What follows belongs to an exercise in optimizing a design on an open flow for small area, a short achievable clock period and few clock cycles per item; a production flow would make more cautious choices. The RTL was checked by simulation tests, not by an equivalence proof against the original design.

==> inputs of raven <==
Design log2_top, start of the top module:
module log2_top #(
  parameter int taylor_terms = 9
) (
  input  logic             clk,
  input  logic             arst_n,
  input  log2_pkg::float_t x,
  input  logic             start,
  output log2_pkg::float_t result,
  output logic             busy,
  output logic             done
);
Settings: LEC_CHECK=0, ABC_AREA=1, CAP_MARGIN=20, CORE_MARGIN=2, CORE_UTILIZATION=40, SETUP_SLACK_MARGIN=5, SLEW_MARGIN=20; clock period 18.5 ns.
run.sh (not shown) runs the stock make flow with config.mk's settings and CLKGATE_MAP_FILE= SYNTH_SCRIPT=/design/flow/synth_recipe.tcl, a recipe that flattens the netlist after the stock synthesis.
==> maple: changes against raven <==
--- a/flow/design.v
+++ b/flow/design.v
@@ -21,15 +21,15 @@
     32'hbe80_0000,   
     32'h3eaa_aaab,   
     32'hbf00_0000,   
     32'h3f80_0000    
   };
-  localparam int st_den = 0;   
-  localparam int st_red = 1;   
-  localparam int st_hor = 2;   
-  localparam int st_ln  = 3;   
-  localparam int st_sc  = 4;   
+  localparam int st_red = 0;   
+  localparam int st_hor = 1;   
+  localparam int st_ln  = 2;   
+  localparam int st_sc  = 3;   
+  localparam int st_nr  = 4;   
   localparam int n_st   = 5;
 endpackage
 `timescale 1ns/1ps
 module fp_unpack (
   input  logic [23:0] v,
@@ -48,11 +48,12 @@
 module fp_mul (
   input  logic [23:0] a,
   input  logic [18:0] b,
   input  logic [52:0] x,
   input  logic [23:0] x2,
-  output logic [52:0] p
+  output logic [52:0] ra,     
+  output logic [52:0] rb      
 );
   logic [9:0] one, two, neg;
   logic [24:0] pp0;
   logic [24:0] pp1;
   logic [24:0] pp2;
@@ -64,11 +65,10 @@
   logic [24:0] pp8;
   logic [24:0] pp9;
   logic [20:0] bx;
   logic [24:0] ax;
   logic s1, c2, s3, c4, s5, c6, s7, c8, s9, c10, s11, c12, s13, c14, s15, c16, s17, c18, s19, c20, s21, c22, s23, c24, s25, c26, s27, c28, s29, c30, s31, c32, s33, c34, s35, c36, s37, c38, s39, c40, s41, c42, s43, c44, s45, c46, s47, c48, s49, c50, s51, c52, s53, c54, s55, c56, s57, c58, s59, c60, s61, c62, s63, c64, s65, c66, s67, c68, s69, c70, s71, c72, s73, c74, s75, c76, s77, c78, s79, c80, s81, c82, s83, c84, s85, c86, s87, c88, s89, c90, s91, c92, s93, c94, s95, c96, s97, c98, s99, c100, s101, c102, s103, c104, s105, c106, s107, c108, s109, c110, s111, c112, s113, c114, s115, c116, s117, c118, s119, c120, s121, c122, s123, c124, s125, c126, s127, c128, s129, c130, s131, c132, s133, c134, s135, c136, s137, c138, s139, c140, s141, c142, s143, c144, s145, c146, s147, c148, s149, c150, s151, c152, s153, c154, s155, c156, s157, c158, s159, c160, s161, c162, s163, c164, s165, c166, s167, c168, s169, c170, s171, c172, s173, c174, s175, c176, s177, c178, s179, c180, s181, c182, s183, c184, s185, c186, s187, c188, s189, c190, s191, c192, s193, c194, s195, c196, s197, c198, s199, c200, s201, c202, s203, c204, s205, c206, s207, c208, s209, c210, s211, c212, s213, c214, s215, c216, s217, c218, s219, c220, s221, c222, s223, c224, s225, c226, s227, c228, s229, c230, s231, c232, s233, c234, s235, c236, s237, c238, s239, c240, s241, c242, s243, c244, s245, c246, s247, c248, s249, c250, s251, c252, s253, c254, s255, c256, s257, c258, s259, c260, s261, c262, s263, c264, s265, c266, s267, c268, s269, c270, s271, c272, s273, c274, s275, c276, s277, c278, s279, c280, s281, c282, s283, c284, s285, c286, s287, c288, s289, c290, s291, c292, s293, c294, s295, c296, s297, c298, s299, c300, s301, c302, s303, c304, s305, c306, s307, c308, s309, c310, s311, c312, s313, c314, s315, c316, s317, c318, s319, c320, s321, c322, s323, c324, s325, c326, s327, c328, s329, c330, s331, c332, s333, c334, s335, c336, s337, c338, s339, c340, s341, c342, s343, c344, s345, c346, s347, c348, s349, c350, s351, c352, s353, c354, s355, c356, s357, c358, s359, c360, s361, c362, s363, c364, s365, c366, s367, c368, s369, c370, s371, c372, s373, c374, s375, c376, s377, c378, s379, c380, s381, c382, s383, c384, s385, c386, s387, c388, s389, c390, s391, c392, s393, c394, s395, c396, s397, c398, s399, c400, s401, c402, s403, c404, s405, c406, s407, c408, s409, c410, s411, c412, s413, c414, s415, c416, s417, c418, s419, c420, s421, c422, s423, c424, s425, c426, s427, c428, s429, c430, s431, c432, s433, c434, s435, c436, s437, c438, s439, c440, s441, c442, s443, c444, s445, c446, s447, c448, s449, c450, s451, c452, s453, c454, s455, c456, s457, c458, s459, c460, s461, c462, s463, c464, s465, c466, s467, c468, s469, c470, s471, c472, s473, c474, s475, c476, s477, c478, s479, c480, s481, c482, s483, c484, s485, c486, s487, c488, s489, c490, s491, c492, s493, c494, s495, c496, s497, c498, s499, c500, s501, c502, s503, c504, s505, c506, s507, c508, s509, c510, s511, c512, s513, c514, s515, c516, s517, c518, s519, c520, s521, c522, s523, c524, s525, c526, s527, c528, s529, c530, s531, c532, s533, c534, s535, c536, s537, c538, s539, c540, s541, c542, s543, c544, s545, c546, s547, c548, s549, c550, s551, c552, s553, c554, s555, c556, s557, c558, s559, c560, s561, c562, s563, c564, s565, c566, s567, c568, s569, c570, s571, c572, s573, c574, s575, c576, s577, c578, s579, c580, s581, c582;
-  logic [52:0] ra, rb;
   assign bx = {1'b0, b, 1'b0};   
   assign ax = {a, 1'b0};         
   assign one[0] = bx[1] ^ bx[0];
   assign two[0] = (bx[2] & ~bx[1] & ~bx[0]) | (~bx[2] & bx[1] & bx[0]);
   assign neg[0] = bx[2];
@@ -691,11 +691,10 @@
   assign c580 = x[51] & 1'b1;
   assign s581 = x[52] ^ 1'b1;
   assign c582 = x[52] & 1'b1;
   assign ra = {s581, s579, s577, s575, s573, s571, s569, s567, s565, s563, s561, s559, s557, s555, s553, s551, s549, s547, s545, s543, s541, s539, s537, s535, s533, s531, s529, s527, s525, s523, s521, s519, s517, s515, s513, s511, s509, s507, s505, s503, s501, s499, s497, s495, s493, s491, s489, s487, x[4], x[3], x[2], x[1], x[0]};
   assign rb = {c580, c578, c576, c574, c572, c570, c568, c566, c564, c562, c560, c558, c556, c554, c552, c550, c548, c546, c544, c542, c540, c538, c536, c534, c532, c530, c528, c526, c524, c522, c520, c518, c516, c514, c512, c510, c508, c506, c504, c502, c500, c498, c496, c494, c492, c490, c488, x2[5], x2[4], x2[3], x2[2], x2[1], x2[0]};
-  assign p = ra + rb;
 endmodule
 module fp_mul_round (
   input  logic [47:0] prod,
   output logic [25:0] r
 );
@@ -896,24 +895,24 @@
   logic [7:0]           texp;   
   logic                 tz;     
   logic signed [8:0]    e;      
   log2_pkg::tab_idx_t   k;
   assign result = {acc[31], acc[30:0] + {30'b0, accr}};
-  logic s_den, s_red, s_hor, s_ln, s_sc;
-  assign s_den = st[log2_pkg::st_den];
+  logic s_red, s_hor, s_ln, s_sc, s_nr;
   assign s_red = st[log2_pkg::st_red];
   assign s_hor = st[log2_pkg::st_hor];
   assign s_ln  = st[log2_pkg::st_ln];
   assign s_sc  = st[log2_pkg::st_sc];
+  assign s_nr  = st[log2_pkg::st_nr];
   logic [23:0]      recip_sig_x, rs_unused;
   logic [28:0]      recip_k, rk_unused_x;
   log2_pkg::float_t ln_val, ln_unused_x;
   logic [28:0]      cm5;
   logic [23:0]      ny;
   logic [4:0]       nlz;
   log2_tables u_tab_x (   
-    .idx       (s_den ? ny[22:19] : x[22:19]),
+    .idx       (x_den ? ny[22:19] : x[22:19]),
     .recip_sig (recip_sig_x),
     .recip_k   (rk_unused_x),
     .ln_val    (ln_unused_x)
   );
   log2_tables u_tab_k (
@@ -925,11 +924,11 @@
   log2_cmul5 u_cm5 (
     .lo (acc[4:0]),
     .y  (cm5)
   );
   logic [23:0] mul_a;
-  logic [52:0] mul_x, mul_p;
+  logic [52:0] mul_x, mul_p, mul_ra, mul_rb;
   logic [23:0] mul_x2;
   always_comb begin
     mul_a = s_sc ? (log2_pkg::fp_inv_ln2[23:0] | 24'h800000) : {1'b1, acc[22:0]};
     mul_x = s_red ? {recip_k, 24'b0} : s_sc ? {24'b0, cm5} : '0;
     mul_x2 = !accr ? '0 : s_sc ? (log2_pkg::fp_inv_ln2[23:0] | 24'h800000) : {tb, 5'b0};
@@ -937,12 +936,14 @@
   fp_mul u_mul (
     .a (mul_a),
     .b (tb),
     .x (mul_x),
     .x2(mul_x2),
-    .p (mul_p)
+    .ra(mul_ra),
+    .rb(mul_rb)
   );
+  assign mul_p = mul_ra + mul_rb;
   logic [25:0] pr;
   logic        p_zero;
   logic [9:0]  p_ebase;    
   fp_mul_round u_rnd (
     .prod (mul_p[47:0]),
@@ -980,13 +981,13 @@
     else
       t_n = '0;
   end
   logic [23:0] nv;
   always_comb begin
-    if (s_den)      nv = {1'b0, k, tb};
+    if (!busy)      nv = {1'b0, x[22:0]};   
     else if (s_red) nv = {5'b0, t_n};
-    else            nv = 24'(25'h100_0000 - {1'b0, p_sig});   
+    else            nv = 24'(25'h100_0000 - {2'b01, acc[22:0]});   
   end
   fp_unpack u_norm (
     .v  (nv),
     .y  (ny),
     .lz (nlz)
@@ -1035,50 +1036,50 @@
       st   <= '0;
       cnt  <= '0;
       busy <= 1'b0;
       done <= 1'b0;
     end else begin
-      st[log2_pkg::st_den] <= accept && !x_spec && !x_pow2 && x_den;
-      st[log2_pkg::st_red] <= (accept && !x_spec && !x_pow2 && !x_den) || s_den;
+      st[log2_pkg::st_red] <= accept && !x_spec && !x_pow2;
       st[log2_pkg::st_hor] <= s_red || (s_hor && cnt != 3'd0);
       st[log2_pkg::st_ln]  <= s_hor && cnt == 3'd0;
       st[log2_pkg::st_sc]  <= (accept && !x_spec && x_pow2) || s_ln;
+      st[log2_pkg::st_nr]  <= sc_near;
       if (s_red || s_hor) cnt <= s_red ? 3'(taylor_terms - 2) : cnt - 3'd1;
-      busy <= accept ? !x_spec : busy && !s_sc;
-      done <= (accept && x_spec) || s_sc;
+      busy <= accept ? !x_spec : busy && !((s_sc && !sc_near) || s_nr);
+      done <= (accept && x_spec) || (s_sc && !sc_near) || s_nr;
     end
   end
   logic use_add, use_p, use_near, acc_en;
+  logic sc_near;    
   log2_pkg::float_t acc_d, near;
   logic [18:0] tb_d;
   always_comb begin
     near     = {1'b1, 8'(8'd126 - {3'b0, nlz}), ny[22:0]};   
-    use_p    = (s_ln && k == '0) || (s_sc && e == '0);
-    use_near = s_sc && e == -9'sd1 && !p_zero && p_exp[7:0] == 8'd126;
-    use_add  = s_hor || (s_ln && k != '0) || (s_sc && e != '0 && !use_near);
-    acc_en   = accept || s_den || s_red || s_hor || s_ln || s_sc;
+    sc_near  = s_sc && e == -9'sd1 && !p_zero && p_exp[7:0] == 8'd126;
+    use_p    = (s_ln && k == '0) || (s_sc && (e == '0 || sc_near));
+    use_near = s_nr;
+    use_add  = s_hor || (s_ln && k != '0) || (s_sc && e != '0 && !sc_near);
+    acc_en   = accept || s_red || s_hor || s_ln || s_sc || s_nr;
     acc_d    = ({32{accept}} & (x_spec ? x_spec_val :
                                 {1'b0, x_pow2 ? 8'h00 : 8'h7f, recip_sig_x[22:0]}))
-             | ({32{s_den}} & {9'h07f, recip_sig_x[22:0]})
              | ({32{s_red}} & log2_pkg::taylor_coef[32*(taylor_terms-1) +: 32])
              | ({32{use_add}} & add_y)
              | ({32{use_p}} & p)
              | ({32{use_near}} & near);
-    tb_d     = ({19{accept}} & x[18:0])
-             | ({19{s_den}} & ny[18:0])
+    tb_d     = ({19{accept}} & (x_den ? ny[18:0] : x[18:0]))
              | ({19{s_red}} & ny[23:5])
              | ({19{s_ln}} & {1'b1, (k == '0) ? p[22:5] : add_y[22:5]});
   end
   always_ff @(posedge clk) begin
     if (acc_en) begin
       acc  <= acc_d;
       accr <= use_add && add_r;
     end
-    if (accept || s_den || s_red || s_ln) tb <= tb_d;
-    if (accept || s_den) begin
-      k <= s_den ? ny[22:19] : x[22:19];
-      e <= s_den ? 9'd386 - {4'b0, nlz} : {1'b0, x[30:23]} - 9'd127;   
+    if (accept || s_red || s_ln) tb <= tb_d;
+    if (accept) begin
+      k <= x_den ? ny[22:19] : x[22:19];
+      e <= x_den ? 9'd386 - {4'b0, nlz} : {1'b0, x[30:23]} - 9'd127;   
     end
     if (s_red) begin
       texp <= 8'd127 - {3'b0, nlz};
       tz   <= (t_n == '0);
     end
==> flow/flow/run.sh (new file) <==
#!/bin/bash
# The standard layout (standard.sh, all ORFS steps) with two changes:
# - synthesis keeps the multiplier tree (module fp_mul) apart until the end
#   and extracts full/half adder cells only there, so that ABC maps all the
#   logic after the tree (carry-propagate adder, rounding, alignment, add,
#   normalisation) as one network and sees its whole depth; the standard flow's
#   synthesis script is otherwise unchanged (synth -nofsm -noshare, flatten,
#   rename), so the registers are the standard synthesis's;
# - a larger setup margin for ORFS's timing repair.
# Each tool's output goes to standard.log here and to ORFS's own logs.
set -euo pipefail
here=$(pwd)
sed 's/^  extract_fa {\*}\[dont_use_extract_fa_args\]$/  extract_fa {*}[dont_use_extract_fa_args] fp_mul/' \
  "$FLOW_HOME/scripts/synth.tcl" > "$here/synth_fa.tcl"
grep -q 'extract_fa {\*}\[dont_use_extract_fa_args\] fp_mul' "$here/synth_fa.tcl"
sed "s#source \$::env(SCRIPTS_DIR)/synth.tcl#source $here/synth_fa.tcl#" synth_recipe.tcl > "$here/synth_recipe_fa.tcl"
grep -q "source $here/synth_fa.tcl" "$here/synth_recipe_fa.tcl"
bash standard.sh SYNTH_SCRIPT="$here/synth_recipe_fa.tcl" SYNTH_KEEP_MODULES=fp_mul \
  SETUP_SLACK_MARGIN=7 finish > standard.log 2>&1
==> flow/standard.sh (new file) <==
#!/bin/bash
# synth_recipe.tcl (not shown) runs the flow's synth.tcl, then flattens the netlist and writes it again
# the make line also repeats each setting of config.mk as NAME=value (left out here)
make -C /OpenROAD-flow-scripts/flow DESIGN_CONFIG=/design/flow/config.mk WORK_HOME=/design/flow/orfs CLKGATE_MAP_FILE= SYNTH_SCRIPT=/design/flow/synth_recipe.tcl "${@:-finish}"
CAP_MARGIN = 10   (was 20)
SLEW_MARGIN = 10   (was 20)
TNS_END_PERCENT = 5   (was not set)
removed: flow/run.sh
==> sierra: changes against raven <==
==> flow/flow/run.sh (new file) <==
#!/bin/bash
# Standard layout (the standard.sh, all ORFS steps) with two changes:
# synthesis maps adders to plain gates instead of extracting full and half
# adder cells (ADDER_MAP_FILE empty), so ABC sees whole arithmetic paths,
# and a larger setup margin for ORFS's timing repair.
set -euo pipefail
bash standard.sh ADDER_MAP_FILE= SETUP_SLACK_MARGIN=7 finish > standard.log 2>&1
==> flow/standard.sh (new file) <==
#!/bin/bash
# synth_recipe.tcl (not shown) runs the flow's synth.tcl, then flattens the netlist and writes it again
# the make line also repeats each setting of config.mk as NAME=value (left out here)
make -C /OpenROAD-flow-scripts/flow DESIGN_CONFIG=/design/flow/config.mk WORK_HOME=/design/flow/orfs CLKGATE_MAP_FILE= SYNTH_SCRIPT=/design/flow/synth_recipe.tcl "${@:-finish}"
removed: flow/run.sh
==> comparison table <==
Result of the run: raven no timing/DRC/antenna violations; maple no timing/DRC/antenna violations; sierra no timing/DRC/antenna violations
GR Util All Layers: raven 35.6%; maple 34.6%; sierra 36.6%
Core occupancy in the finished layout: raven 44.6%; maple 42.8%; sierra 44.3%
Std-Cell Rows: raven 103; maple 109; sierra 111
Placeable core region: raven 79100 µm²; maple 88100 µm²; sierra 92100 µm²
Share of synthesized area spent on multiplexers: raven 0.156%; maple 0%; sierra 0%
DR WL met2: raven 68400 µm; maple 72600 µm; sierra 77900 µm
Sequential share of cell area: raven 6.76%; maple 6.32%; sierra 5.86%
Minimum clock period after layout: raven 12.97 ns; maple 11.09 ns; sierra 10.94 ns
Hold Path Origin: raven u_seq.cnt[1]; maple u_seq.cnt[2]; sierra u_seq.st[2]
Grt met3 use: raven 6.33%; maple 6.20%; sierra 6.51%
Simple logic cell fraction of the synthesized area: raven 30.3%; maple 40.4%; sierra 63.2%
Capturing instance or port of the critical path: raven u_seq.acc[10]; maple u_seq.acc[6]; sierra u_seq.acc[14]
Detailed placement HPWL: raven 120000 µm; maple 126000 µm; sierra 143000 µm
Wire length per cell: raven 24.8 µm; maple 22.9 µm; sierra 21.0 µm
Routability congestion estimate from global placement: raven 1.07; maple 1.07; sierra 1.08
Vert. Die Dim: raven 287 µm; maple 302 µm; sierra 309 µm
Cell area reported after detailed placement: raven 33800 µm²; maple 35500 µm²; sierra 38400 µm²
Testbench counts of raven, summed over its fixed seeds: cycles 29,800, items 2,560.
Testbench counts of maple, summed over its fixed seeds: cycles 29,876, items 2,560.
Testbench counts of sierra, summed over its fixed seeds: cycles 29,800, items 2,560.

[re-timing with driven ports]
In the flow no input, the clock included, has a driving cell. The finished layouts below were timed again as built, in two steps. Step 1 (the two cells are an assumption about what drives the block):
set clk [get_ports {clk}]
set_driving_cell -lib_cell sky130_fd_sc_hd__clkbuf_16 $clk
set_driving_cell -lib_cell sky130_fd_sc_hd__buf_2 [delete_from_list [all_inputs] $clk]
Step 2 adds t to the input delays and takes it off the output delays; t is the mean of the earliest and latest rising clock arrival at the registers after step 1. Input paths then give back, and output paths get back, about the clock's delay inside the block. Slacks: ideal / step 1 / step 2; pairs: ideal / step 1.
| run | shift t [ns] | slack for setup (ns) | hold slack, ns |
|---|---|---|---|
| raven | 0.399 | 5.526 / 5.526 / 5.526 | 0.543 / 0.543 / 0.543 |
| maple | 0.423 | 7.413 / 7.413 / 7.413 | 0.603 / 0.603 / 0.603 |
| sierra | 0.411 | 7.557 / 7.557 / 7.557 | 0.492 / 0.492 / 0.492 |
After both steps setup and hold are still met in every run listed.
